This is an optimization exercise on Yosys and OpenROAD, whose aim is small area, a short achievable clock period and few clock cycles per item, not a production implementation. Only simulation tests tie the RTL to the original design; equivalence was not proved. Power is estimated from default activity; no workload was simulated.

==> inputs of run M <==
==> flow/design.v <==
module matmult_result_serializer #(
  parameter int DATA_W = 64,
  parameter int N_ELEM = 25
) (
  input  logic                       clk,
  input  logic                       rst,
  input  logic                       in_valid,
  output logic                       in_accept,
  input  logic [N_ELEM*DATA_W-1:0]   in_c,
  output logic                       out_valid,
  input  logic                       out_ready,
  output logic [DATA_W-1:0]          out_data,
  output logic [4:0]                 out_index,
  output logic                       out_last,
  output logic [DATA_W-1:0]          out_sum,
  output logic                       out_sum_valid
);
  localparam logic [4:0] LAST_IDX = 5'(N_ELEM - 1);
  logic              bfree_q;              
  logic [DATA_W-1:0] buf_q [N_ELEM];
  logic [N_ELEM-1:0] bsel_q;               
  logic [DATA_W-1:0] r_q;                  
  logic              rv_q;
  logic [4:0]        ridx_q;
  logic              rlast_q;
  logic              rfirst_q;
  logic [DATA_W-1:0] sum_q;
  logic              sum_valid_q;
  logic              take;                 
  logic              rfree;                
  logic              rload;
  logic              xfer;
  logic [DATA_W-1:0] next_elem;
  logic [4:0]        ridx_d;
  assign take  = bfree_q & in_valid;
  assign rfree = ~rv_q | out_ready;
  assign rload = rfree & (~bfree_q | in_valid);
  assign xfer  = rv_q & out_ready;
  always_comb begin
    next_elem = in_c[DATA_W-1:0] & {DATA_W{bfree_q}};
    for (int i = 0; i < N_ELEM; i++) next_elem |= buf_q[i] & {DATA_W{bsel_q[i]}};
  end
  assign ridx_d = (bfree_q || rlast_q) ? 5'd0 : ridx_q + 5'd1;
  always_ff @(posedge clk) begin
    if (bfree_q) begin
      for (int i = 0; i < N_ELEM; i++) buf_q[i] <= in_c[i*DATA_W +: DATA_W];
    end
  end
  always_ff @(posedge clk) begin
    if (rst) begin
      bfree_q <= 1'b1;
      bsel_q  <= '0;
      rv_q    <= 1'b0;
    end else begin
      if (rload) rv_q <= 1'b1;
      else if (xfer) rv_q <= 1'b0;
      if (bfree_q) begin
        if (in_valid) begin
          bfree_q <= 1'b0;
          bsel_q  <= rfree ? N_ELEM'(2) : N_ELEM'(1);
        end
      end else if (rfree) begin
        bsel_q  <= bsel_q << 1;
        if (bsel_q[N_ELEM-1]) bfree_q <= 1'b1;
      end
    end
  end
  always_ff @(posedge clk) begin
    if (rload) begin
      r_q      <= next_elem;
      ridx_q   <= ridx_d;
      rlast_q  <= (ridx_d == LAST_IDX);
      rfirst_q <= (ridx_d == 5'd0);
    end
  end
  always_ff @(posedge clk) begin
    if (rst) begin
      sum_valid_q <= 1'b0;
    end else begin
      sum_valid_q <= xfer & rlast_q;
    end
    if (xfer) sum_q <= (sum_q & {DATA_W{~rfirst_q}}) + r_q;
  end
  assign in_accept     = bfree_q;
  assign out_valid     = rv_q;
  assign out_data      = r_q;
  assign out_index     = ridx_q;
  assign out_last      = rlast_q;
  assign out_sum       = sum_q;
  assign out_sum_valid = sum_valid_q;
endmodule
==> flow/run.sh <==
#!/bin/bash
# synth_recipe.tcl (not shown) runs the flow's synth.tcl, then flattens the netlist and writes it again
# the make line also repeats each setting of config.mk as NAME=value (left out here)
make -C /OpenROAD-flow-scripts/flow DESIGN_CONFIG=/design/flow/config.mk WORK_HOME=/design/flow/orfs CLKGATE_MAP_FILE= SYNTH_SCRIPT=/design/flow/synth_recipe.tcl finish
==> flow/config.mk <==
export PLATFORM = sky130hd
export DESIGN_NAME = matmult_result_serializer
export DESIGN_NICKNAME = matmult_result_serializer
export VERILOG_FILES = /design/flow/design.v
export SDC_FILE = /design/flow/constraint.sdc
export NUM_CORES = 4
export LEC_CHECK = 0
export CAP_MARGIN = 20
export CORE_AREA = 10 10 630 630
export DIE_AREA = 0 0 640 640
export SETUP_SLACK_MARGIN = 4.0
export SLEW_MARGIN = 20
==> flow/constraint.sdc <==
create_clock -name core_clock -period 7.0 [get_ports {clk}]
set_input_delay 1.4000 -clock core_clock [delete_from_list [all_inputs] [get_ports {clk}]]
set_output_delay 1.4000 -clock core_clock [all_outputs]
set_load 0.01 [all_outputs]
==> run G (differences from run M) <==
==> flow/design.v, changed modules only <==
module matmult_result_serializer #(
  parameter int DATA_W = 64,
  parameter int N_ELEM = 25
) (
  input  logic                       clk,
  input  logic                       rst,
  input  logic                       in_valid,
  output logic                       in_accept,
  input  logic [N_ELEM*DATA_W-1:0]   in_c,
  output logic                       out_valid,
  input  logic                       out_ready,
  output logic [DATA_W-1:0]          out_data,
  output logic [4:0]                 out_index,
  output logic                       out_last,
  output logic [DATA_W-1:0]          out_sum,
  output logic                       out_sum_valid
);
  typedef enum logic [1:0] {
    IDLE = 2'b00,
    ACK  = 2'b01,
    SEND = 2'b10
  } state_t;
  localparam logic [4:0] LAST_IDX = 5'(N_ELEM - 1);
  state_t                   state_q, state_d;
  logic [4:0]               index_q, index_d;
  logic signed [DATA_W-1:0] buf_q [N_ELEM];
  logic                     capture;
  logic                     accept;
  logic                     send;
  always_ff @(posedge clk) begin
    if (rst) begin
      state_q <= IDLE;
      index_q <= '0;
    end else begin
      state_q <= state_d;
      index_q <= index_d;
    end
  end
  always_comb begin
    state_d = state_q;
    index_d = index_q;
    capture = 1'b0;
    accept  = 1'b0;
    send    = 1'b0;
    case (state_q)
      IDLE: begin
        if (in_valid) begin
          capture = 1'b1;
          state_d = ACK;
        end
      end
      ACK: begin
        accept  = 1'b1;
        state_d = SEND;
        index_d = '0;
      end
      SEND: begin
        send = 1'b1;
        if (out_ready) begin
          if (index_q == LAST_IDX) begin
            state_d = IDLE;
            index_d = '0;
          end else begin
            index_d = index_q + 5'd1;
          end
        end
      end
      default: begin
        state_d = IDLE;
        index_d = '0;
      end
    endcase
  end
  always_ff @(posedge clk) begin
    if (rst) begin
      for (int i = 0; i < N_ELEM; i++) buf_q[i] <= '0;
    end else if (capture) begin
      for (int i = 0; i < N_ELEM; i++) buf_q[i] <= in_c[i*DATA_W +: DATA_W];
    end
  end
  assign in_accept = accept;
  assign out_valid = send;
  assign out_data  = send ? buf_q[index_q] : '0;
  assign out_index = send ? index_q : 5'd0;
  assign out_last  = send && (index_q == LAST_IDX);
  logic                     xfer;
  logic signed [DATA_W-1:0] sum_q;
  logic                     sum_valid_q;
  assign xfer = (state_q == SEND) && out_ready;
  always_ff @(posedge clk) begin
    if (rst) begin
      sum_q       <= '0;
      sum_valid_q <= 1'b0;
    end else begin
      sum_valid_q <= xfer && (index_q == LAST_IDX);
      if (accept)    sum_q <= '0;
      else if (xfer) sum_q <= sum_q + buf_q[index_q];
    end
  end
  assign out_sum       = sum_q;
  assign out_sum_valid = sum_valid_q;
endmodule
--- a/flow/config.mk
+++ b/flow/config.mk
@@ -9,4 +9,3 @@
 export CORE_AREA = 10 10 630 630
 export DIE_AREA = 0 0 640 640
-export SETUP_SLACK_MARGIN = 4.0
 export SLEW_MARGIN = 20
==> run X (differences from run M) <==
--- a/flow/design.v
+++ b/flow/design.v
@@ -80,5 +80,5 @@
       sum_valid_q <= xfer & rlast_q;
     end
-    if (xfer) sum_q <= (sum_q & {DATA_W{~rfirst_q}}) + r_q;
+    if (xfer) sum_q <= rfirst_q ? r_q : sum_q + r_q;
   end
   assign in_accept     = bfree_q;
==> flow/flow/run.sh (new file) <==
#!/bin/bash
# Standard ORFS layout (the standard.sh), with the port buffers made from
# sky130_fd_sc_hd__buf_1 instead of the delay-buffer cell buffer_ports picks by default.
set -euo pipefail
export BUFFER_PORTS_ARGS="-buffer_cell sky130_fd_sc_hd__buf_1"
bash standard.sh > standard_make.log 2>&1
==> flow/standard.sh (new file) <==
#!/bin/bash
# synth_recipe.tcl (not shown) runs the flow's synth.tcl, then flattens the netlist and writes it again
# the make line also repeats each setting of config.mk as NAME=value (left out here)
make -C /OpenROAD-flow-scripts/flow DESIGN_CONFIG=/design/flow/config.mk WORK_HOME=/design/flow/orfs CLKGATE_MAP_FILE= SYNTH_SCRIPT=/design/flow/synth_recipe.tcl "${@:-finish}"
--- a/flow/config.mk
+++ b/flow/config.mk
@@ -7,6 +7,6 @@
 export LEC_CHECK = 0
 export CAP_MARGIN = 20
-export CORE_AREA = 10 10 630 630
-export DIE_AREA = 0 0 640 640
+export CORE_AREA = 5 5 475 475
+export DIE_AREA = 0 0 480 480
 export SETUP_SLACK_MARGIN = 4.0
 export SLEW_MARGIN = 20
removed: flow/run.sh
==> run Z (differences from run M) <==
--- a/flow/design.v
+++ b/flow/design.v
@@ -80,5 +80,5 @@
       sum_valid_q <= xfer & rlast_q;
     end
-    if (xfer) sum_q <= (sum_q & {DATA_W{~rfirst_q}}) + r_q;
+    if (xfer) sum_q <= rfirst_q ? r_q : sum_q + r_q;
   end
   assign in_accept     = bfree_q;
==> flow/flow/run.sh (new file) <==
#!/bin/bash
# Standard ORFS layout (the standard.sh), with the port buffers made from
# sky130_fd_sc_hd__buf_1 instead of the delay-buffer cell buffer_ports picks by default,
# and IO pins allowed one routing track apart so a smaller die holds all 1741 of them.
set -euo pipefail
export BUFFER_PORTS_ARGS="-buffer_cell sky130_fd_sc_hd__buf_1"
export PLACE_PINS_ARGS="-min_distance 1 -min_distance_in_tracks"
bash standard.sh > standard_make.log 2>&1
==> flow/standard.sh (new file) <==
#!/bin/bash
# synth_recipe.tcl (not shown) runs the flow's synth.tcl, then flattens the netlist and writes it again
# the make line also repeats each setting of config.mk as NAME=value (left out here)
make -C /OpenROAD-flow-scripts/flow DESIGN_CONFIG=/design/flow/config.mk WORK_HOME=/design/flow/orfs CLKGATE_MAP_FILE= SYNTH_SCRIPT=/design/flow/synth_recipe.tcl "${@:-finish}"
--- a/flow/config.mk
+++ b/flow/config.mk
@@ -7,6 +7,8 @@
 export LEC_CHECK = 0
 export CAP_MARGIN = 20
-export CORE_AREA = 10 10 630 630
-export DIE_AREA = 0 0 640 640
+export CORE_AREA = 5 5 435 435
+export CTS_BUF_LIST = sky130_fd_sc_hd__clkbuf_8
+export CTS_CLUSTER_SIZE = 24
+export DIE_AREA = 0 0 440 440
 export SETUP_SLACK_MARGIN = 4.0
 export SLEW_MARGIN = 20
removed: flow/run.sh
==> metrics list <==
- Run status: no timing/DRC/antenna violations
- Non-clock inverters: 17
* Pin count of the biggest net entering global routing: 87
- The path with the worst hold slack has its endpoint at r_q[24].
- Clock-pin slew was measured on the worst setup and hold paths at about 60 ps.
- The register with the most flip-flops in the final layout is buf_q.
- After global routing the overflow that remains totals 0.
- Measured along the y axis, the die boundary spans about 640 µm.
* Synth area leader: sky130_fd_sc_hd__edfxtp_1
# the run above: run M

==> metrics list <==
* Run status: did not finish
* Stopping stage: I/O pin placement
- The first error in the log reads "[ERROR PPL-0024] Number of IO pins (1741) exceeds maximum number of available positions (1738). Increase the die perimeter from 1920.00um to 2367.76um".
- For this run, the register share of the synthesized area comes to 0.792.
* Synthesized instance count: between 3000 and 4000
* Post-synthesis simple-gate area fraction: 0.0415
- Fraction of registers with async set/reset: 0
- Of the total synthesized cell area, the portion taken by XOR and XNOR cells is 0.00699.
- Die Ht: between 400 and 500 µm
- The initial utilization of the core area, before any placement, comes to 0.302.
* Netlist Area Pre-Place: 66500 µm²
* Number of rows created at floorplan: between 150 and 200
* Synth area leader: sky130_fd_sc_hd__edfxtp_1
# the run above: run X

==> metrics list <==
* Synth area leader: sky130_fd_sc_hd__dfxtp_1
* Number of buffers added on ports: approximately 1700
- Depth of the most critical reg-to-reg path: 23
* Most used standard cells in the synthesized netlist: sky130_fd_sc_hd__nand2_1, sky130_fd_sc_hd__a21oi_1, sky130_fd_sc_hd__dfxtp_1
* Non-clock inverters: 26
- Multi-input logic cell count: ~6700
- After global routing the overflow that remains totals 0.
- Run status: no timing/DRC/antenna violations
- Clock tree from TritonCTS: yes
- Clock-pin slew on the worst setup and hold paths: about 70 ps
- The die is about 640 µm tall.
# the run above: run G

==> metrics list <==
- Derived from the worst setup path, the maximum achievable clock frequency is approximately 310 MHz.
- Routed len/inst: 37.4 µm
- Non-clock inverters: 20
- Leftover overflow at the end of global routing: 0
- Run status: no timing/DRC/antenna violations
* Final setup violation count: 0
- Register with the most flip-flops: buf_q
- The first global-routing pass estimated between 400000 and 500000 µm of wire.
- Of the total power, the share spent switching nets is 0.259.
* Min-Delay Endpoint: buf_q[4][34]
* Pin count of the biggest net entering global routing: about 190
- The worst setup path is captured at a primary output.
- Critical-path top delay cell: sky130_fd_sc_hd__edfxtp_1
- Clock-pin slew was measured on the worst setup and hold paths at about 70 ps.
* Final GP Congestion: roughly 1
* Synth area leader: sky130_fd_sc_hd__edfxtp_1
# the run above: run Z

Testbench counts of run M, summed over its fixed seeds: cycles 8,016, items 320.
Testbench counts of run G, summed over its fixed seeds: cycles 8,648, items 320.
Testbench counts of run X, summed over its fixed seeds: cycles 8,016, items 320.
Testbench counts of run Z, summed over its fixed seeds: cycles 8,016, items 320.

-- what the ideal ports hide --
In the flow no input, the clock included, has a driving cell. The finished layouts below were timed again as built, in two steps.
Step 1 assumes that a clkbuf_16 drives the clock port and a buf_2 every other input.
Step 2 also shifts input and output timing later by t, the mid clock arrival at the registers, as if the neighbouring blocks saw the same clock.
Three values: no drivers, after step 1, after step 2; two values: the first two.
run | t (ns) | slack for setup (ns) | worst hold slack (ns) | worst setup path at the end
run M | 0.987 | 3.341 / 3.341 / 2.934 | 0.561 / 0.561 / 0.561 | input to register
run G | 0.993 | 0.125 / 0.023 / 0.215 | 0.453 / 0.453 / 0.453 | register to register
run Z | 1.096 | 3.795 / 3.719 / 3.522 | 0.489 / 0.447 / 0.567 | input to register
After both steps setup and hold are still met in every run listed. The setup slack of run M, which loses most, moves by 0.000 ns with the drivers and by -0.407 ns with both steps.
